Background: an optimization exercise with open tools, aiming at small area and a short achievable clock period. Do not read the settings as production practice.
Only simulation tests tie the RTL to the original design; equivalence was not proved.
Power figures rest on the tool's default switching activity, not on a simulated workload.

[run.sh]
#!/bin/bash
# synth_recipe.tcl (not shown) runs the flow's synth.tcl, then flattens the netlist and writes it again
# the make line also repeats each setting of config.mk as NAME=value (left out here)
make -C /OpenROAD-flow-scripts/flow DESIGN_CONFIG=/design/flow/config.mk WORK_HOME=/design/flow/orfs CLKGATE_MAP_FILE= SYNTH_SCRIPT=/design/flow/synth_recipe.tcl finish
[design.v]
package snoop_pkg;
    typedef enum logic [1:0] {IDLE, MEASURE, REPORT} state_t;
    localparam int WORDS_PER_CH = 5;
endpackage
module snoop_channel
#(
    parameter int TKEEP_WIDTH = 64,
    parameter int CNT_WIDTH   = 20
) (
    input  logic                   clk,
    input  logic                   areset,
    input  logic                   clear,
    input  logic                   beat,
    input  logic                   last,
    input  logic [TKEEP_WIDTH-1:0] keep,
    output logic [CNT_WIDTH-1:0]   flits,
    output logic [CNT_WIDTH-1:0]   pkts,
    output logic [CNT_WIDTH-1:0]   byte_cnt,
    output logic [CNT_WIDTH-1:0]   min_size,
    output logic [CNT_WIDTH-1:0]   max_size,
    output logic                   has_pkt,
    output logic [CNT_WIDTH-1:0]   pkt_size,
    output logic                   pkt_size_valid
);
    localparam logic [CNT_WIDTH-1:0] ONES = '1;
    localparam int HW = CNT_WIDTH - 7;
    logic                 bd;        
    logic                 bl;        
    logic [6:0]          pr;        
    logic [6:0]          pr_d;
    logic [7:0]           acc_lo;
    logic [CNT_WIDTH-1:0] acc;
    logic [CNT_WIDTH-1:0] size_now;
    logic [7:0]           byte_lo;
    logic [HW-1:0]        acc_hi1;
    logic [HW-1:0]        byte_hi1;
    logic                 acc_sat;
    logic                 byte_sat;
    logic                 lt_min;
    logic                 gt_max;
    logic as1;
    logic ac2;
    logic as3;
    logic ac4;
    logic as5;
    logic ac6;
    logic as7;
    logic ac8;
    logic as9;
    logic ac10;
    logic as11;
    logic ac12;
    logic as13;
    logic ac14;
    logic as15;
    logic ac16;
    logic as17;
    logic ac18;
    logic as19;
    logic ac20;
    logic as21;
    logic ac22;
    logic as23;
    logic ac24;
    logic as25;
    logic ac26;
    logic as27;
    logic ac28;
    logic as29;
    logic ac30;
    logic as31;
    logic ac32;
    logic as33;
    logic ac34;
    logic as35;
    logic ac36;
    logic as37;
    logic ac38;
    logic as39;
    logic ac40;
    logic as41;
    logic ac42;
    logic as43;
    logic ac44;
    logic as45;
    logic ac46;
    logic as47;
    logic ac48;
    logic as49;
    logic ac50;
    logic as51;
    logic ac52;
    logic as53;
    logic ac54;
    logic as55;
    logic ac56;
    logic as57;
    logic ac58;
    logic as59;
    logic ac60;
    logic as61;
    logic ac62;
    logic as63;
    logic ac64;
    logic as65;
    logic ac66;
    logic as67;
    logic ac68;
    logic as69;
    logic ac70;
    logic as71;
    logic ac72;
    logic as73;
    logic ac74;
    logic as75;
    logic ac76;
    logic as77;
    logic ac78;
    logic as79;
    logic ac80;
    logic as81;
    logic ac82;
    logic as83;
    logic ac84;
    logic as85;
    logic ac86;
    logic as87;
    logic ac88;
    logic as89;
    logic ac90;
    logic as91;
    logic ac92;
    logic as93;
    logic ac94;
    logic as95;
    logic ac96;
    logic as97;
    logic ac98;
    logic as99;
    logic ac100;
    logic as101;
    logic ac102;
    logic as103;
    logic ac104;
    logic as105;
    logic ac106;
    logic as107;
    logic ac108;
    logic as109;
    logic ac110;
    logic as111;
    logic ac112;
    logic as113;
    logic ac114;
    logic qs115;
    logic qc116;
    logic qs117;
    logic qc118;
    logic qs119;
    logic qc120;
    logic qs121;
    logic qc122;
    logic qs123;
    logic qc124;
    logic qs125;
    logic qc126;
    logic [7:0] xa127;
    logic [7:0] xb128;
    logic xg129;
    logic xp130;
    logic xg131;
    logic xp132;
    logic xg133;
    logic xp134;
    logic xg135;
    logic xp136;
    logic xg137;
    logic xp138;
    logic xg139;
    logic xp140;
    logic xg141;
    logic xp142;
    logic xg143;
    logic xp144;
    logic xg145;
    logic xp146;
    logic xg147;
    logic xp148;
    logic xg149;
    logic xp150;
    logic xg151;
    logic xp152;
    logic xg153;
    logic xp154;
    logic xg155;
    logic xp156;
    logic xg157;
    logic xp158;
    logic xg159;
    logic xp160;
    logic xg161;
    logic xp162;
    logic xg163;
    logic xp164;
    logic xg165;
    logic xp166;
    logic xg167;
    logic xp168;
    logic [7:0] xr169;
    logic bs170;
    logic bc171;
    logic bs172;
    logic bc173;
    logic bs174;
    logic bc175;
    logic bs176;
    logic bc177;
    logic bs178;
    logic bc179;
    logic bs180;
    logic bc181;
    logic ml182;
    logic me183;
    logic ml184;
    logic me185;
    logic ml186;
    logic me187;
    logic ml188;
    logic me189;
    logic ml190;
    logic me191;
    logic ml192;
    logic me193;
    logic ml194;
    logic me195;
    logic ml196;
    logic me197;
    logic ml198;
    logic me199;
    logic ml200;
    logic me201;
    logic ml202;
    logic me203;
    logic ml204;
    logic me205;
    logic ml206;
    logic me207;
    logic ml208;
    logic me209;
    logic ml210;
    logic me211;
    logic ml212;
    logic me213;
    logic ml214;
    logic me215;
    logic ml216;
    logic me217;
    logic ml218;
    logic me219;
    logic ml220;
    logic me221;
    logic ml222;
    logic me223;
    logic ml224;
    logic me225;
    logic ml226;
    logic me227;
    logic ml228;
    logic me229;
    logic ml230;
    logic me231;
    logic ml232;
    logic me233;
    logic ml234;
    logic me235;
    logic ml236;
    logic me237;
    logic ml238;
    logic me239;
    logic ml240;
    logic me241;
    logic ml242;
    logic me243;
    logic ml244;
    logic me245;
    logic ml246;
    logic me247;
    logic ml248;
    logic me249;
    logic ml250;
    logic me251;
    logic ml252;
    logic me253;
    logic ml254;
    logic me255;
    logic ml256;
    logic me257;
    logic ml258;
    logic me259;
    logic nl260;
    logic ne261;
    logic nl262;
    logic ne263;
    logic nl264;
    logic ne265;
    logic nl266;
    logic ne267;
    logic nl268;
    logic ne269;
    logic nl270;
    logic ne271;
    logic nl272;
    logic ne273;
    logic nl274;
    logic ne275;
    logic nl276;
    logic ne277;
    logic nl278;
    logic ne279;
    logic nl280;
    logic ne281;
    logic nl282;
    logic ne283;
    logic nl284;
    logic ne285;
    logic nl286;
    logic ne287;
    logic nl288;
    logic ne289;
    logic nl290;
    logic ne291;
    logic nl292;
    logic ne293;
    logic nl294;
    logic ne295;
    logic nl296;
    logic ne297;
    logic nl298;
    logic ne299;
    logic nl300;
    logic ne301;
    logic nl302;
    logic ne303;
    logic nl304;
    logic ne305;
    logic nl306;
    logic ne307;
    logic nl308;
    logic ne309;
    logic nl310;
    logic ne311;
    logic nl312;
    logic ne313;
    logic nl314;
    logic ne315;
    logic nl316;
    logic ne317;
    logic nl318;
    logic ne319;
    logic nl320;
    logic ne321;
    logic nl322;
    logic ne323;
    logic nl324;
    logic ne325;
    logic nl326;
    logic ne327;
    logic nl328;
    logic ne329;
    logic nl330;
    logic ne331;
    logic nl332;
    logic ne333;
    logic nl334;
    logic ne335;
    logic nl336;
    logic ne337;
    assign as1 = ~(~keep[0] ^ keep[10] ^ keep[11]);
    assign ac2 = ~((~keep[0] & ~keep[10]) | (~keep[0] & ~keep[11]) | (~keep[10] & ~keep[11]));
    assign as3 = ~(~keep[12] ^ keep[13] ^ keep[14]);
    assign ac4 = ~((~keep[12] & ~keep[13]) | (~keep[12] & ~keep[14]) | (~keep[13] & ~keep[14]));
    assign as5 = ~(~keep[15] ^ keep[16] ^ keep[17]);
    assign ac6 = ~((~keep[15] & ~keep[16]) | (~keep[15] & ~keep[17]) | (~keep[16] & ~keep[17]));
    assign as7 = ~(~keep[18] ^ keep[19] ^ keep[1]);
    assign ac8 = ~((~keep[18] & ~keep[19]) | (~keep[18] & ~keep[1]) | (~keep[19] & ~keep[1]));
    assign as9 = ~(~keep[20] ^ keep[21] ^ keep[22]);
    assign ac10 = ~((~keep[20] & ~keep[21]) | (~keep[20] & ~keep[22]) | (~keep[21] & ~keep[22]));
    assign as11 = ~(~keep[23] ^ keep[24] ^ keep[25]);
    assign ac12 = ~((~keep[23] & ~keep[24]) | (~keep[23] & ~keep[25]) | (~keep[24] & ~keep[25]));
    assign as13 = ~(~keep[26] ^ keep[27] ^ keep[28]);
    assign ac14 = ~((~keep[26] & ~keep[27]) | (~keep[26] & ~keep[28]) | (~keep[27] & ~keep[28]));
    assign as15 = ~(~keep[29] ^ keep[2] ^ keep[30]);
    assign ac16 = ~((~keep[29] & ~keep[2]) | (~keep[29] & ~keep[30]) | (~keep[2] & ~keep[30]));
    assign as17 = ~(~keep[31] ^ keep[32] ^ keep[33]);
    assign ac18 = ~((~keep[31] & ~keep[32]) | (~keep[31] & ~keep[33]) | (~keep[32] & ~keep[33]));
    assign as19 = ~(~keep[34] ^ keep[35] ^ keep[36]);
    assign ac20 = ~((~keep[34] & ~keep[35]) | (~keep[34] & ~keep[36]) | (~keep[35] & ~keep[36]));
    assign as21 = ~(~keep[37] ^ keep[38] ^ keep[39]);
    assign ac22 = ~((~keep[37] & ~keep[38]) | (~keep[37] & ~keep[39]) | (~keep[38] & ~keep[39]));
    assign as23 = ~(~keep[3] ^ keep[40] ^ keep[41]);
    assign ac24 = ~((~keep[3] & ~keep[40]) | (~keep[3] & ~keep[41]) | (~keep[40] & ~keep[41]));
    assign as25 = ~(~keep[42] ^ keep[43] ^ keep[44]);
    assign ac26 = ~((~keep[42] & ~keep[43]) | (~keep[42] & ~keep[44]) | (~keep[43] & ~keep[44]));
    assign as27 = ~(~keep[45] ^ keep[46] ^ keep[47]);
    assign ac28 = ~((~keep[45] & ~keep[46]) | (~keep[45] & ~keep[47]) | (~keep[46] & ~keep[47]));
    assign as29 = ~(~keep[48] ^ keep[49] ^ keep[4]);
    assign ac30 = ~((~keep[48] & ~keep[49]) | (~keep[48] & ~keep[4]) | (~keep[49] & ~keep[4]));
    assign as31 = ~(~keep[50] ^ keep[51] ^ keep[52]);
    assign ac32 = ~((~keep[50] & ~keep[51]) | (~keep[50] & ~keep[52]) | (~keep[51] & ~keep[52]));
    assign as33 = ~(~keep[53] ^ keep[54] ^ keep[55]);
    assign ac34 = ~((~keep[53] & ~keep[54]) | (~keep[53] & ~keep[55]) | (~keep[54] & ~keep[55]));
    assign as35 = ~(~keep[56] ^ keep[57] ^ keep[58]);
    assign ac36 = ~((~keep[56] & ~keep[57]) | (~keep[56] & ~keep[58]) | (~keep[57] & ~keep[58]));
    assign as37 = ~(~keep[59] ^ keep[5] ^ keep[60]);
    assign ac38 = ~((~keep[59] & ~keep[5]) | (~keep[59] & ~keep[60]) | (~keep[5] & ~keep[60]));
    assign as39 = ~(~keep[61] ^ keep[62] ^ keep[63]);
    assign ac40 = ~((~keep[61] & ~keep[62]) | (~keep[61] & ~keep[63]) | (~keep[62] & ~keep[63]));
    assign as41 = ~(~keep[6] ^ keep[7] ^ keep[8]);
    assign ac42 = ~((~keep[6] & ~keep[7]) | (~keep[6] & ~keep[8]) | (~keep[7] & ~keep[8]));
    assign as43 = ~(~keep[9] ^ as1 ^ as11);
    assign ac44 = ~((~keep[9] & ~as1) | (~keep[9] & ~as11) | (~as1 & ~as11));
    assign as45 = ~(~as13 ^ as15 ^ as17);
    assign ac46 = ~((~as13 & ~as15) | (~as13 & ~as17) | (~as15 & ~as17));
    assign as47 = ~(~as19 ^ as21 ^ as23);
    assign ac48 = ~((~as19 & ~as21) | (~as19 & ~as23) | (~as21 & ~as23));
    assign as49 = ~(~as25 ^ as27 ^ as29);
    assign ac50 = ~((~as25 & ~as27) | (~as25 & ~as29) | (~as27 & ~as29));
    assign as51 = ~(~as3 ^ as31 ^ as33);
    assign ac52 = ~((~as3 & ~as31) | (~as3 & ~as33) | (~as31 & ~as33));
    assign as53 = ~(~as35 ^ as37 ^ as39);
    assign ac54 = ~((~as35 & ~as37) | (~as35 & ~as39) | (~as37 & ~as39));
    assign as55 = ~(~as41 ^ as5 ^ as7);
    assign ac56 = ~((~as41 & ~as5) | (~as41 & ~as7) | (~as5 & ~as7));
    assign as57 = ~(~as9 ^ as43 ^ as45);
    assign ac58 = ~((~as9 & ~as43) | (~as9 & ~as45) | (~as43 & ~as45));
    assign as59 = ~(~as47 ^ as49 ^ as51);
    assign ac60 = ~((~as47 & ~as49) | (~as47 & ~as51) | (~as49 & ~as51));
    assign as61 = ~(~as53 ^ as55 ^ as57);
    assign ac62 = ~((~as53 & ~as55) | (~as53 & ~as57) | (~as55 & ~as57));
    assign as63 = ~(~ac10 ^ ac12 ^ ac14);
    assign ac64 = ~((~ac10 & ~ac12) | (~ac10 & ~ac14) | (~ac12 & ~ac14));
    assign as65 = ~(~ac16 ^ ac18 ^ ac2);
    assign ac66 = ~((~ac16 & ~ac18) | (~ac16 & ~ac2) | (~ac18 & ~ac2));
    assign as67 = ~(~ac20 ^ ac22 ^ ac24);
    assign ac68 = ~((~ac20 & ~ac22) | (~ac20 & ~ac24) | (~ac22 & ~ac24));
    assign as69 = ~(~ac26 ^ ac28 ^ ac30);
    assign ac70 = ~((~ac26 & ~ac28) | (~ac26 & ~ac30) | (~ac28 & ~ac30));
    assign as71 = ~(~ac32 ^ ac34 ^ ac36);
    assign ac72 = ~((~ac32 & ~ac34) | (~ac32 & ~ac36) | (~ac34 & ~ac36));
    assign as73 = ~(~ac38 ^ ac4 ^ ac40);
    assign ac74 = ~((~ac38 & ~ac4) | (~ac38 & ~ac40) | (~ac4 & ~ac40));
    assign as75 = ~(~ac42 ^ ac6 ^ ac8);
    assign ac76 = ~((~ac42 & ~ac6) | (~ac42 & ~ac8) | (~ac6 & ~ac8));
    assign as77 = ~(~ac44 ^ ac46 ^ ac48);
    assign ac78 = ~((~ac44 & ~ac46) | (~ac44 & ~ac48) | (~ac46 & ~ac48));
    assign as79 = ~(~ac50 ^ ac52 ^ ac54);
    assign ac80 = ~((~ac50 & ~ac52) | (~ac50 & ~ac54) | (~ac52 & ~ac54));
    assign as81 = ~(~ac56 ^ as63 ^ as65);
    assign ac82 = ~((~ac56 & ~as63) | (~ac56 & ~as65) | (~as63 & ~as65));
    assign as83 = ~(~as67 ^ as69 ^ as71);
    assign ac84 = ~((~as67 & ~as69) | (~as67 & ~as71) | (~as69 & ~as71));
    assign as85 = ~(~as73 ^ as75 ^ ac58);
    assign ac86 = ~((~as73 & ~as75) | (~as73 & ~ac58) | (~as75 & ~ac58));
    assign as87 = ~(~ac60 ^ as77 ^ as79);
    assign ac88 = ~((~ac60 & ~as77) | (~ac60 & ~as79) | (~as77 & ~as79));
    assign as89 = ~(~as81 ^ as83 ^ ac62);
    assign ac90 = ~((~as81 & ~as83) | (~as81 & ~ac62) | (~as83 & ~ac62));
    assign as91 = ~(~as85 ^ as87 ^ as89);
    assign ac92 = ~((~as85 & ~as87) | (~as85 & ~as89) | (~as87 & ~as89));
    assign as93 = ~(~ac64 ^ ac66 ^ ac68);
    assign ac94 = ~((~ac64 & ~ac66) | (~ac64 & ~ac68) | (~ac66 & ~ac68));
    assign as95 = ~(~ac70 ^ ac72 ^ ac74);
    assign ac96 = ~((~ac70 & ~ac72) | (~ac70 & ~ac74) | (~ac72 & ~ac74));
    assign as97 = ~(~ac76 ^ ac78 ^ ac80);
    assign ac98 = ~((~ac76 & ~ac78) | (~ac76 & ~ac80) | (~ac78 & ~ac80));
    assign as99 = ~(~ac82 ^ ac84 ^ as93);
    assign ac100 = ~((~ac82 & ~ac84) | (~ac82 & ~as93) | (~ac84 & ~as93));
    assign as101 = ~(~as95 ^ ac86 ^ ac88);
    assign ac102 = ~((~as95 & ~ac86) | (~as95 & ~ac88) | (~ac86 & ~ac88));
    assign as103 = ~(~as97 ^ as99 ^ ac90);
    assign ac104 = ~((~as97 & ~as99) | (~as97 & ~ac90) | (~as99 & ~ac90));
    assign as105 = ~(~as101 ^ ac92 ^ as103);
    assign ac106 = ~((~as101 & ~ac92) | (~as101 & ~as103) | (~ac92 & ~as103));
    assign as107 = ~(~ac94 ^ ac96 ^ ac100);
    assign ac108 = ~((~ac94 & ~ac96) | (~ac94 & ~ac100) | (~ac96 & ~ac100));
    assign as109 = ~(~ac98 ^ ac102 ^ as107);
    assign ac110 = ~((~ac98 & ~ac102) | (~ac98 & ~as107) | (~ac102 & ~as107));
    assign as111 = ~(~ac104 ^ as109 ^ ac106);
    assign ac112 = ~((~ac104 & ~as109) | (~ac104 & ~ac106) | (~as109 & ~ac106));
    assign as113 = ~(~ac108 ^ ac110 ^ ac112);
    assign ac114 = ~((~ac108 & ~ac110) | (~ac108 & ~ac112) | (~ac110 & ~ac112));
    assign qs115 = ~(~acc[0] ^ pr[0] ^ pr[1]);
    assign qc116 = ~((~acc[0] & ~pr[0]) | (~acc[0] & ~pr[1]) | (~pr[0] & ~pr[1]));
    assign qs117 = ~(~acc[1] ^ pr[2] ^ qc116);
    assign qc118 = ~((~acc[1] & ~pr[2]) | (~acc[1] & ~qc116) | (~pr[2] & ~qc116));
    assign qs119 = ~(~acc[2] ^ pr[3] ^ qc118);
    assign qc120 = ~((~acc[2] & ~pr[3]) | (~acc[2] & ~qc118) | (~pr[3] & ~qc118));
    assign qs121 = ~(~acc[3] ^ pr[4] ^ qc120);
    assign qc122 = ~((~acc[3] & ~pr[4]) | (~acc[3] & ~qc120) | (~pr[4] & ~qc120));
    assign qs123 = ~(~acc[4] ^ pr[5] ^ qc122);
    assign qc124 = ~((~acc[4] & ~pr[5]) | (~acc[4] & ~qc122) | (~pr[5] & ~qc122));
    assign qs125 = ~(~acc[5] ^ pr[6] ^ qc124);
    assign qc126 = ~((~acc[5] & ~pr[6]) | (~acc[5] & ~qc124) | (~pr[6] & ~qc124));
    assign xa127 = {1'b0, acc[6], qs125, qs123, qs121, qs119, qs117, qs115};
    assign xb128 = {1'b0, qc126, 1'b0, 1'b0, 1'b0, 1'b0, 1'b0, 1'b0};
    assign xg129 = (xa127[0] & xb128[0]);
    assign xp130 = (xa127[0] ^ xb128[0]);
    assign xg131 = (xa127[1] & xb128[1]);
    assign xp132 = (xa127[1] ^ xb128[1]);
    assign xg133 = (xa127[2] & xb128[2]);
    assign xp134 = (xa127[2] ^ xb128[2]);
    assign xg135 = (xa127[3] & xb128[3]);
    assign xp136 = (xa127[3] ^ xb128[3]);
    assign xg137 = (xa127[4] & xb128[4]);
    assign xp138 = (xa127[4] ^ xb128[4]);
    assign xg139 = (xa127[5] & xb128[5]);
    assign xp140 = (xa127[5] ^ xb128[5]);
    assign xg141 = (xa127[6] & xb128[6]);
    assign xp142 = (xa127[6] ^ xb128[6]);
    assign xg143 = (xa127[7] & xb128[7]);
    assign xp144 = (xa127[7] ^ xb128[7]);
    assign xg145 = xg131 | (xp132 & xg129);
    assign xp146 = xp132 & xp130;
    assign xg147 = xg135 | (xp136 & xg133);
    assign xp148 = xp136 & xp134;
    assign xg149 = xg139 | (xp140 & xg137);
    assign xp150 = xp140 & xp138;
    assign xg151 = xg143 | (xp144 & xg141);
    assign xp152 = xp144 & xp142;
    assign xg153 = xg133 | (xp134 & xg145);
    assign xp154 = xp134 & xp146;
    assign xg155 = xg147 | (xp148 & xg145);
    assign xp156 = xp148 & xp146;
    assign xg157 = xg141 | (xp142 & xg149);
    assign xp158 = xp142 & xp150;
    assign xg159 = xg151 | (xp152 & xg149);
    assign xp160 = xp152 & xp150;
    assign xg161 = xg137 | (xp138 & xg155);
    assign xp162 = xp138 & xp156;
    assign xg163 = xg149 | (xp150 & xg155);
    assign xp164 = xp150 & xp156;
    assign xg165 = xg157 | (xp158 & xg155);
    assign xp166 = xp158 & xp156;
    assign xg167 = xg159 | (xp160 & xg155);
    assign xp168 = xp160 & xp156;
    assign xr169[0] = xa127[0] ^ xb128[0];
    assign xr169[1] = xa127[1] ^ xb128[1] ^ xg129;
    assign xr169[2] = xa127[2] ^ xb128[2] ^ xg145;
    assign xr169[3] = xa127[3] ^ xb128[3] ^ xg153;
    assign xr169[4] = xa127[4] ^ xb128[4] ^ xg155;
    assign xr169[5] = xa127[5] ^ xb128[5] ^ xg161;
    assign xr169[6] = xa127[6] ^ xb128[6] ^ xg163;
    assign xr169[7] = xa127[7] ^ xb128[7] ^ xg165;
    assign acc_lo = xr169;
    assign bs170 = ~(~byte_cnt[0] ^ pr[0] ^ pr[1]);
    assign bc171 = ~((~byte_cnt[0] & ~pr[0]) | (~byte_cnt[0] & ~pr[1]) | (~pr[0] & ~pr[1]));
    assign bs172 = ~(~byte_cnt[1] ^ pr[2] ^ bc171);
    assign bc173 = ~((~byte_cnt[1] & ~pr[2]) | (~byte_cnt[1] & ~bc171) | (~pr[2] & ~bc171));
    assign bs174 = ~(~byte_cnt[2] ^ pr[3] ^ bc173);
    assign bc175 = ~((~byte_cnt[2] & ~pr[3]) | (~byte_cnt[2] & ~bc173) | (~pr[3] & ~bc173));
    assign bs176 = ~(~byte_cnt[3] ^ pr[4] ^ bc175);
    assign bc177 = ~((~byte_cnt[3] & ~pr[4]) | (~byte_cnt[3] & ~bc175) | (~pr[4] & ~bc175));
    assign bs178 = ~(~byte_cnt[4] ^ pr[5] ^ bc177);
    assign bc179 = ~((~byte_cnt[4] & ~pr[5]) | (~byte_cnt[4] & ~bc177) | (~pr[5] & ~bc177));
    assign bs180 = ~(~byte_cnt[5] ^ pr[6] ^ bc179);
    assign bc181 = ~((~byte_cnt[5] & ~pr[6]) | (~byte_cnt[5] & ~bc179) | (~pr[6] & ~bc179));
    assign byte_lo = {1'b0, byte_cnt[6], bs180, bs178, bs176, bs174, bs172, bs170} + {1'b0, bc181, 1'b0, 1'b0, 1'b0, 1'b0, 1'b0, 1'b0};
    assign ml182 = ~size_now[0] & min_size[0];
    assign me183 = ~(size_now[0] ^ min_size[0]);
    assign ml184 = ~size_now[1] & min_size[1];
    assign me185 = ~(size_now[1] ^ min_size[1]);
    assign ml186 = ~size_now[2] & min_size[2];
    assign me187 = ~(size_now[2] ^ min_size[2]);
    assign ml188 = ~size_now[3] & min_size[3];
    assign me189 = ~(size_now[3] ^ min_size[3]);
    assign ml190 = ~size_now[4] & min_size[4];
    assign me191 = ~(size_now[4] ^ min_size[4]);
    assign ml192 = ~size_now[5] & min_size[5];
    assign me193 = ~(size_now[5] ^ min_size[5]);
    assign ml194 = ~size_now[6] & min_size[6];
    assign me195 = ~(size_now[6] ^ min_size[6]);
    assign ml196 = ~size_now[7] & min_size[7];
    assign me197 = ~(size_now[7] ^ min_size[7]);
    assign ml198 = ~size_now[8] & min_size[8];
    assign me199 = ~(size_now[8] ^ min_size[8]);
    assign ml200 = ~size_now[9] & min_size[9];
    assign me201 = ~(size_now[9] ^ min_size[9]);
    assign ml202 = ~size_now[10] & min_size[10];
    assign me203 = ~(size_now[10] ^ min_size[10]);
    assign ml204 = ~size_now[11] & min_size[11];
    assign me205 = ~(size_now[11] ^ min_size[11]);
    assign ml206 = ~size_now[12] & min_size[12];
    assign me207 = ~(size_now[12] ^ min_size[12]);
    assign ml208 = ~size_now[13] & min_size[13];
    assign me209 = ~(size_now[13] ^ min_size[13]);
    assign ml210 = ~size_now[14] & min_size[14];
    assign me211 = ~(size_now[14] ^ min_size[14]);
    assign ml212 = ~size_now[15] & min_size[15];
    assign me213 = ~(size_now[15] ^ min_size[15]);
    assign ml214 = ~size_now[16] & min_size[16];
    assign me215 = ~(size_now[16] ^ min_size[16]);
    assign ml216 = ~size_now[17] & min_size[17];
    assign me217 = ~(size_now[17] ^ min_size[17]);
    assign ml218 = ~size_now[18] & min_size[18];
    assign me219 = ~(size_now[18] ^ min_size[18]);
    assign ml220 = ~size_now[19] & min_size[19];
    assign me221 = ~(size_now[19] ^ min_size[19]);
    assign ml222 = ml184 | (me185 & ml182);
    assign me223 = me185 & me183;
    assign ml224 = ml188 | (me189 & ml186);
    assign me225 = me189 & me187;
    assign ml226 = ml192 | (me193 & ml190);
    assign me227 = me193 & me191;
    assign ml228 = ml196 | (me197 & ml194);
    assign me229 = me197 & me195;
    assign ml230 = ml200 | (me201 & ml198);
    assign me231 = me201 & me199;
    assign ml232 = ml204 | (me205 & ml202);
    assign me233 = me205 & me203;
    assign ml234 = ml208 | (me209 & ml206);
    assign me235 = me209 & me207;
    assign ml236 = ml212 | (me213 & ml210);
    assign me237 = me213 & me211;
    assign ml238 = ml216 | (me217 & ml214);
    assign me239 = me217 & me215;
    assign ml240 = ml220 | (me221 & ml218);
    assign me241 = me221 & me219;
    assign ml242 = ml224 | (me225 & ml222);
    assign me243 = me225 & me223;
    assign ml244 = ml228 | (me229 & ml226);
    assign me245 = me229 & me227;
    assign ml246 = ml232 | (me233 & ml230);
    assign me247 = me233 & me231;
    assign ml248 = ml236 | (me237 & ml234);
    assign me249 = me237 & me235;
    assign ml250 = ml240 | (me241 & ml238);
    assign me251 = me241 & me239;
    assign ml252 = ml244 | (me245 & ml242);
    assign me253 = me245 & me243;
    assign ml254 = ml248 | (me249 & ml246);
    assign me255 = me249 & me247;
    assign ml256 = ml254 | (me255 & ml252);
    assign me257 = me255 & me253;
    assign ml258 = ml250 | (me251 & ml256);
    assign me259 = me251 & me257;
    assign nl260 = ~max_size[0] & size_now[0];
    assign ne261 = ~(max_size[0] ^ size_now[0]);
    assign nl262 = ~max_size[1] & size_now[1];
    assign ne263 = ~(max_size[1] ^ size_now[1]);
    assign nl264 = ~max_size[2] & size_now[2];
    assign ne265 = ~(max_size[2] ^ size_now[2]);
    assign nl266 = ~max_size[3] & size_now[3];
    assign ne267 = ~(max_size[3] ^ size_now[3]);
    assign nl268 = ~max_size[4] & size_now[4];
    assign ne269 = ~(max_size[4] ^ size_now[4]);
    assign nl270 = ~max_size[5] & size_now[5];
    assign ne271 = ~(max_size[5] ^ size_now[5]);
    assign nl272 = ~max_size[6] & size_now[6];
    assign ne273 = ~(max_size[6] ^ size_now[6]);
    assign nl274 = ~max_size[7] & size_now[7];
    assign ne275 = ~(max_size[7] ^ size_now[7]);
    assign nl276 = ~max_size[8] & size_now[8];
    assign ne277 = ~(max_size[8] ^ size_now[8]);
    assign nl278 = ~max_size[9] & size_now[9];
    assign ne279 = ~(max_size[9] ^ size_now[9]);
    assign nl280 = ~max_size[10] & size_now[10];
    assign ne281 = ~(max_size[10] ^ size_now[10]);
    assign nl282 = ~max_size[11] & size_now[11];
    assign ne283 = ~(max_size[11] ^ size_now[11]);
    assign nl284 = ~max_size[12] & size_now[12];
    assign ne285 = ~(max_size[12] ^ size_now[12]);
    assign nl286 = ~max_size[13] & size_now[13];
    assign ne287 = ~(max_size[13] ^ size_now[13]);
    assign nl288 = ~max_size[14] & size_now[14];
    assign ne289 = ~(max_size[14] ^ size_now[14]);
    assign nl290 = ~max_size[15] & size_now[15];
    assign ne291 = ~(max_size[15] ^ size_now[15]);
    assign nl292 = ~max_size[16] & size_now[16];
    assign ne293 = ~(max_size[16] ^ size_now[16]);
    assign nl294 = ~max_size[17] & size_now[17];
    assign ne295 = ~(max_size[17] ^ size_now[17]);
    assign nl296 = ~max_size[18] & size_now[18];
    assign ne297 = ~(max_size[18] ^ size_now[18]);
    assign nl298 = ~max_size[19] & size_now[19];
    assign ne299 = ~(max_size[19] ^ size_now[19]);
    assign nl300 = nl262 | (ne263 & nl260);
    assign ne301 = ne263 & ne261;
    assign nl302 = nl266 | (ne267 & nl264);
    assign ne303 = ne267 & ne265;
    assign nl304 = nl270 | (ne271 & nl268);
    assign ne305 = ne271 & ne269;
    assign nl306 = nl274 | (ne275 & nl272);
    assign ne307 = ne275 & ne273;
    assign nl308 = nl278 | (ne279 & nl276);
    assign ne309 = ne279 & ne277;
    assign nl310 = nl282 | (ne283 & nl280);
    assign ne311 = ne283 & ne281;
    assign nl312 = nl286 | (ne287 & nl284);
    assign ne313 = ne287 & ne285;
    assign nl314 = nl290 | (ne291 & nl288);
    assign ne315 = ne291 & ne289;
    assign nl316 = nl294 | (ne295 & nl292);
    assign ne317 = ne295 & ne293;
    assign nl318 = nl298 | (ne299 & nl296);
    assign ne319 = ne299 & ne297;
    assign nl320 = nl302 | (ne303 & nl300);
    assign ne321 = ne303 & ne301;
    assign nl322 = nl306 | (ne307 & nl304);
    assign ne323 = ne307 & ne305;
    assign nl324 = nl310 | (ne311 & nl308);
    assign ne325 = ne311 & ne309;
    assign nl326 = nl314 | (ne315 & nl312);
    assign ne327 = ne315 & ne313;
    assign nl328 = nl318 | (ne319 & nl316);
    assign ne329 = ne319 & ne317;
    assign nl330 = nl322 | (ne323 & nl320);
    assign ne331 = ne323 & ne321;
    assign nl332 = nl326 | (ne327 & nl324);
    assign ne333 = ne327 & ne325;
    assign nl334 = nl332 | (ne333 & nl330);
    assign ne335 = ne333 & ne331;
    assign nl336 = nl328 | (ne329 & nl334);
    assign ne337 = ne329 & ne335;
    assign lt_min = ml258;
    assign gt_max = nl336;
    assign pr_d = {7{beat}} & {ac114, as113, as111, as105, as91, as61, as59};
    always_ff @(posedge clk or posedge areset) begin
        if (areset) begin
            bd <= 1'b0;
            bl <= 1'b0;
        end else begin
            bd <= beat;
            bl <= beat & last;
        end
    end
    always_ff @(posedge clk) pr <= pr_d;
    assign acc_hi1  = acc[CNT_WIDTH-1:7] + 1'b1;
    assign acc_sat  = acc_lo[7] & (&acc[CNT_WIDTH-1:7]);
    assign size_now = acc_sat ? ONES :
                      {(acc_lo[7] ? acc_hi1 : acc[CNT_WIDTH-1:7]), acc_lo[6:0]};
    assign byte_hi1 = byte_cnt[CNT_WIDTH-1:7] + 1'b1;
    assign byte_sat = byte_lo[7] & (&byte_cnt[CNT_WIDTH-1:7]);
    always_ff @(posedge clk) begin
        if (clear) begin
            flits    <= '0;
            pkts     <= '0;
            byte_cnt <= '0;
            acc      <= '0;
            has_pkt  <= 1'b0;
        end else begin
            if (bd && flits != ONES) flits <= flits + 1'b1;
            if (bl && pkts != ONES)  pkts  <= pkts + 1'b1;
            byte_cnt <= byte_sat ? ONES :
                        {(byte_lo[7] ? byte_hi1 : byte_cnt[CNT_WIDTH-1:7]), byte_lo[6:0]};
            acc      <= bl ? '0 : size_now;
            if (bl) has_pkt <= 1'b1;
        end
    end
    always_ff @(posedge clk) begin
        if (bl && (!has_pkt || lt_min)) min_size <= size_now;
        if (bl && (!has_pkt || gt_max)) max_size <= size_now;
    end
    assign pkt_size       = size_now;
    assign pkt_size_valid = bl;
endmodule
module multi_channel_snooper
#(
    parameter int NUM_CH      = 4,
    parameter int TDATA_WIDTH = 512,
    parameter int TKEEP_WIDTH = TDATA_WIDTH / 8,
    parameter int CNT_WIDTH   = 20
) (
    input  logic                          clk,
    input  logic                          areset,
    input  logic [NUM_CH*TKEEP_WIDTH-1:0] mon_TKEEP,
    input  logic [NUM_CH-1:0]             mon_TVALID,
    input  logic [NUM_CH-1:0]             mon_TREADY,
    input  logic [NUM_CH-1:0]             mon_TLAST,
    input  logic [NUM_CH-1:0]             ch_enable,
    input  logic                          measure,
    output logic [63:0]                   report_TDATA,
    output logic [7:0]                    report_TKEEP,
    output logic                          report_TVALID,
    input  logic                          report_TREADY,
    output logic                          report_TLAST,
    output logic                          busy,
    output logic [NUM_CH*CNT_WIDTH-1:0]   pkt_size,
    output logic [NUM_CH-1:0]             pkt_size_valid,
    output logic                          measure_sync_out
);
    localparam int NUM_WORDS = 1 + snoop_pkg::WORDS_PER_CH * NUM_CH;
    localparam int IDX_W     = $clog2(NUM_WORDS);
    localparam logic [CNT_WIDTH-1:0] ONES = '1;
    snoop_pkg::state_t    state;
    logic                 clear;
    logic                 in_measure;
    logic [NUM_CH-1:0]    beat;
    logic [CNT_WIDTH-1:0] cycle_cnt;
    logic [IDX_W-1:0]     idx;
    logic                 at_last;
    logic [CNT_WIDTH-1:0] word;
    logic [CNT_WIDTH-1:0] flits    [NUM_CH];
    logic [CNT_WIDTH-1:0] pkts     [NUM_CH];
    logic [CNT_WIDTH-1:0] byte_cnt [NUM_CH];
    logic [CNT_WIDTH-1:0] min_size [NUM_CH];
    logic [CNT_WIDTH-1:0] max_size [NUM_CH];
    logic [NUM_CH-1:0]    has_pkt;
    assign in_measure = (state == snoop_pkg::MEASURE);
    assign clear      = (state == snoop_pkg::IDLE) && measure;
    assign busy       = (state != snoop_pkg::IDLE);
    assign beat       = {NUM_CH{in_measure}} & mon_TVALID & mon_TREADY & ch_enable;
    assign at_last    = (idx == IDX_W'(NUM_WORDS - 1));
    always_ff @(posedge clk or posedge areset) begin
        if (areset) begin
            state         <= snoop_pkg::IDLE;
            report_TVALID <= 1'b0;
        end else begin
            case (state)
                snoop_pkg::IDLE:    if (measure) state <= snoop_pkg::MEASURE;
                snoop_pkg::MEASURE: if (!measure) state <= snoop_pkg::REPORT;
                snoop_pkg::REPORT: begin
                    if (!report_TVALID) report_TVALID <= 1'b1;
                    else if (report_TREADY && at_last) begin
                        report_TVALID <= 1'b0;
                        state         <= snoop_pkg::IDLE;
                    end
                end
                default: state <= snoop_pkg::IDLE;
            endcase
        end
    end
    always_ff @(posedge clk) begin
        if (!report_TVALID) idx <= '0;
        else if (report_TREADY) idx <= idx + 1'b1;
    end
    always_ff @(posedge clk) begin
        if (clear) cycle_cnt <= '0;
        else if (in_measure && cycle_cnt != ONES) cycle_cnt <= cycle_cnt + 1'b1;
    end
    always_ff @(posedge clk or posedge areset) begin
        if (areset) measure_sync_out <= 1'b0;
        else        measure_sync_out <= measure;
    end
    for (genvar c = 0; c < NUM_CH; c++) begin : g_ch
        snoop_channel #(
            .TKEEP_WIDTH(TKEEP_WIDTH),
            .CNT_WIDTH  (CNT_WIDTH)
        ) u_ch (
            .clk           (clk),
            .areset        (areset),
            .clear         (clear),
            .beat          (beat[c]),
            .last          (mon_TLAST[c]),
            .keep          (mon_TKEEP[c*TKEEP_WIDTH +: TKEEP_WIDTH]),
            .flits         (flits[c]),
            .pkts          (pkts[c]),
            .byte_cnt      (byte_cnt[c]),
            .min_size      (min_size[c]),
            .max_size      (max_size[c]),
            .has_pkt       (has_pkt[c]),
            .pkt_size      (pkt_size[c*CNT_WIDTH +: CNT_WIDTH]),
            .pkt_size_valid(pkt_size_valid[c])
        );
    end
    logic [CNT_WIDTH-1:0] words [NUM_WORDS];
    always_comb begin
        words[0] = cycle_cnt;
        for (int c = 0; c < NUM_CH; c++) begin
            words[1 + c*5] = flits[c];
            words[2 + c*5] = pkts[c];
            words[3 + c*5] = byte_cnt[c];
            words[4 + c*5] = min_size[c] & {CNT_WIDTH{has_pkt[c]}};
            words[5 + c*5] = max_size[c] & {CNT_WIDTH{has_pkt[c]}};
        end
        word = '0;
        for (int k = 0; k < NUM_WORDS; k++)
            word = word | (words[k] & {CNT_WIDTH{idx == IDX_W'(k)}});
    end
    assign report_TDATA = 64'(word);
    assign report_TKEEP = {8{report_TVALID}};
    assign report_TLAST = report_TVALID & at_last;
endmodule
[config.mk]
export PLATFORM = sky130hd
export DESIGN_NAME = multi_channel_snooper
export DESIGN_NICKNAME = multi_channel_snooper
export VERILOG_FILES = /design/flow/design.v
export SDC_FILE = /design/flow/constraint.sdc
export NUM_CORES = 4
export LEC_CHECK = 0
export CAP_MARGIN = 20
export CORE_MARGIN = 2
export CORE_UTILIZATION = 40
export SLEW_MARGIN = 20
[constraint.sdc]
create_clock -name core_clock -period 14.0 [get_ports {clk}]
set_input_delay 2.8000 -clock core_clock [delete_from_list [all_inputs] [get_ports {clk}]]
set_output_delay 2.8000 -clock core_clock [all_outputs]
set_load 0.01 [all_outputs]
==> impl_metrics.py <==
metrics = {
    "sta": {
        "finClkSkew_ps": 24.7,
        "fmaxAchievable_mhz": 120,
        "fin_setup_tns_ps": 0,
        "timing_worst_slew_pin_value_ps": 1290,
        "report.final.setup_viol": 0,
        "hold_violations": 0,
        "period_needed_ps": 8310,
        "finalCritPeriodShare_pct": 59.4,
        "timing_max_transition_violations_final": 0,
        "whs_ps": 496,
        "maxSlewHeadroom_pct": 13.8,
        "grt_setup_unrepaired": "no",
    },
    "critical_path": {
        "worst-endpoint-arrival_ps": 5510,
        "setup.worst_path.start_class": "flop",
        "regToRegStartpoint": "g_ch[3].u_ch.pr[0]",
        "critPathKind": "flop to output port",
        "critical-path-slowest-cell": "clkdlybuf4s50_1",
        "path_max_fanout": 17,
        "crit_path_start": "g_ch[2].u_ch.pr[0]",
        "timing.critical_path.mode_cell": "fa_1",
        "critical_path.max_stage_delay_ps": 510,
        "critPathCaptureType": "output port",
        "worst_ep_required_ps": 11200,
        "worstPathCellList": "inv_1 > fa_1 > inv_1 > fa_1 > fa_1 > fa_1 > fa_1 > inv_1 > fa_1 > inv_1 > ha_1 > and4_1 > and4_1 > a211oi_1 > inv_1 > clkdlybuf4s50_1",
        "ff2ff_setup_slack_ps": 7120,
    },
    "status": {
        "outcome": "complete, no violations",
    },
    "hold_path": {
        "min_from": "g_ch[2].u_ch.flits[13]",
        "hold_class": "flop to flop",
    },
    "clocking": {
        "worst_setup_hold_path_clk_slew_ps": 70,
        "maximum_level_of_the_cts_h_tree": 2,
        "cts_setup_buffers": 0,
        "cts_inserted_buffers": 61,
        "clock-sinks": 549,
        "post_cts_resized": 0,
        "clock_insertion_delay_worst_skew_ps": 640,
        "clock_path_buffers": 3,
        "postCtsHoldBufs": 0,
        "cts.root.buffer_cell": "clkbuf_16",
        "tritoncts": "built",
    },
    "global_route": {
        "grt_start_max_net_pins": 220,
        "antenna_violations_before_repair": 3,
        "grt_overflow_total": 0,
        "grt_first_pass_wirelength_mm": 173,
        "grt_pass1_vias": 26700,
        "track_usage_pct": 26.6,
    },
    "power": {
        "power.switching_fraction_pct": 35.2,
        "netSwitchingPower_mw": 1.92,
        "relative_contribution_of_combinational_cells_to_total_power_pct": 35.8,
        "report.power.total_mw": 5.46,
        "pwr-share-seq_pct": 34.1,
        "power_leakage_nw": 16.5,
        "power_per_cell_area_nw_per_um2": 132,
        "intPower_mw": 3.54,
        "vdd_ir_drop_max_uv": 130,
        "clock_power_share_pct": 30.1,
    },
    "synth": {
        "synth.yosys.warnings": 9,
        "synth-seq-area-share_pct": 36.9,
        "dominantRegCellSynth": "dfxtp_1",
        "synth_edf_count": 160,
        "post_synth_inst_count": 3419,
        "synthArstFlopShare_pct": 2.19,
        "netlist-cell-type-count": 80,
        "ys_seq_elements": 549,
        "syn_area_per_cell_um2": 10.0,
        "post_synthesis_cell_area_um2": 34300,
    },
    "detailed_routing": {
        "drt_pass1_iterations": 6,
        "drtAntennaViolNets": 0,
        "via_count": 27800,
        "remaining_drc_errors": 0,
        "postRouteWirelength_mm": 118,
        "drt-initial-drc-count": 2867,
        "routed_wire_length_per_instance_um": 23.8,
        "vias_per_cell": 5.59,
    },
    "placement": {
        "gp_congestion": 0.972,
        "buffer_ports.inserted": 391,
        "detailed_place.area_um2": 39300,
        "dpl.hpwl_mm": 94.7,
    },
    "floorplanning": {
        "floorplan.io_pins": 436,
        "die_w_um": 297,
        "initial_utilization_pct": 40.3,
        "die_y_um": 297,
        "rows": 107,
        "placeableCoreArea_um2": 85000,
        "die_area_um2": 88000,
    },
    "cells_and_area": {
        "final_cell_area_um2": 41300,
        "synth_to_layout_area_growth_pct": 20.7,
        "multiInputGateArea_um2": 19800,
        "nFillCells": 7943,
        "final_core_utilization_pct": 48.6,
        "nets": 4504,
        "drive_gt1_share_pct": 4.76,
        "seqCellArea_um2": 12700,
    },
    "job": {
        "drv_cap": 0,
    },
}
[synthesized netlist by cell type, types with 88 or more instances]
cell type,instances,share of area [%]
a21oi_1,172,2.5
a22oi_1,88,1.9
clkbuf_1,103,1.1
dfxtp_1,377,22
edfxtp_1,160,14
fa_1,276,16
ha_1,182,6.6
inv_1,327,3.6
nand2_1,180,2.0
nand3_1,117,1.7
nand4_1,122,2.2
nor2_1,332,3.6
xnor2_1,97,2.5
xor2_1,88,2.2
[flip-flops by register name, summed over array words and instances (netlist names)]
register            flops
report_TVALID           1
g_ch.u_ch.bl            4
g_ch.u_ch.byte_cnt     80
g_ch.u_ch.flits        80
g_ch.u_ch.pkts         80
state                   2
g_ch.u_ch.max_size     80
measure_sync_out        1
g_ch.u_ch.min_size     80
g_ch.u_ch.bd            4
g_ch.u_ch.has_pkt       4
idx                     5
g_ch.u_ch.acc          80
cycle_cnt              20
g_ch.u_ch.pr           28
[power groups by stage]
stage	sequential (mW)	combinational (mW)	clock (mW)
5_1_grt	1.87	2.24	1.72
3_3_place_gp	1.89	1.94	0
3_5_place_dp	1.90	1.96	0
6_report	1.86	1.95	1.65
2_1_floorplan	1.84	1.27	0
4_1_cts	1.86	1.98	1.66
[final cells by class]
type / instances / area share [%]
multi-input combinational: 2406 / 47.9
sequential: 549 / 30.6
timing repair buffer: 425 / 10.1
clock buffer: 89 / 4.35
tap: 1144 / 3.46
inverter: 327 / 2.97
clock inverter: 24 / 0.587
antenna: 3 / 0.0182
[stage by stage]
step,cells,setup WS (ps)
2_1_floorplan,3462,7090
3_3_place_gp,4850,6390
3_5_place_dp,4850,6310
4_1_cts,4963,5640
5_1_grt,4964,5360
6_report,4967,5690
[cell families (layout without fill, tap and decap cells)]
family                     count (synthesis)  in the layout  synth area share [%]
and+or+nand+nor                         1098           1098                  16.6
AOI/OAI and AO/OA                        583            583                  11.6
DFF                                      549            549                  36.9
buffers and inverters                    507            865                  6.23
adders and majority gates                458            458                  22.8
xor gates and xnor gates                 185            185                  4.73
muxes                                     38             38                  1.14
other                                      1             47                0.0109
[critical path: cells and delay by family (launching register included)]
kind                     cells  cell delay, ps
AND/OR/NAND/NOR              2             700
buffers and inverters        6             950
adder cells (fa/ha/maj)      7            2440
flip-flops                   1             330
AO/OA/AOI/OAI                1             470
[per-layer routing]
layer  wire length [um]  GRT usage (%)  part of all wire [%]
met1              49600           36.7                    42
met2              53200           41.0                    45
met3              10000           4.97                   8.5
met5                 27              0                 0.023
met4               5480           11.0                   4.6
[final timing paths]
| check | endpoint | cells past startpoint |
|---|---|---|
| hold / removal | g_ch[2].u_ch.flits[13] | 2 |
| setup / recovery | pkt_size[48] | 16 |
| hold reg to reg | g_ch[2].u_ch.flits[13] | 2 |
| max in group asynchronous | g_ch[3].u_ch.bd | 2 |
| min in group asynchronous | g_ch[2].u_ch.bl | 2 |
| setup reg to reg | g_ch[3].u_ch.min_size[12] | 23 |
[layout by cell type (no fill, tap or decap), drive strengths merged, types with 29 or more instances in the layout]
cell type	n
clkdlybuf4s50	391
dfxtp	377
nor2	332
inv	328
fa	276
ha	182
nand2	180
a21oi	172
edfxtp	160
nand4	122
nand3	119
xnor2	97
clkbuf	89
xor2	88
a22oi	88
o21ai	76
and4	52
nor3	48
and3	44
conb	44
buf	34
a221oi	33
nor4	33
or3	32
mux2i	30
and2	30
a222oi	29

-- port drivers added, routing unchanged --
The results above use ideal ports. As a check the final layout listed here was re-extracted and re-timed, cells and wires unchanged. Step 1 sets driving cells, clkbuf_16 on the clock port and buf_2 on the other inputs (assumed; they add their load-dependent delay and slew). Step 2, shift: input delay + t, output delay - t, t = (earliest + latest rising clock arrival at the registers) / 2. This alone moves slack from input paths to output paths. Three values: ideal, step 1, step 2; two values: the first two.
t, ns: 0.699
slack for setup (ns): 5.689 / 5.620 / 6.318
worst slew at a driven data input, ns: 0.13
After both steps this run still meets setup and hold. The setup slack of this run moves by -0.069 ns with the drivers and by +0.629 ns with both steps.
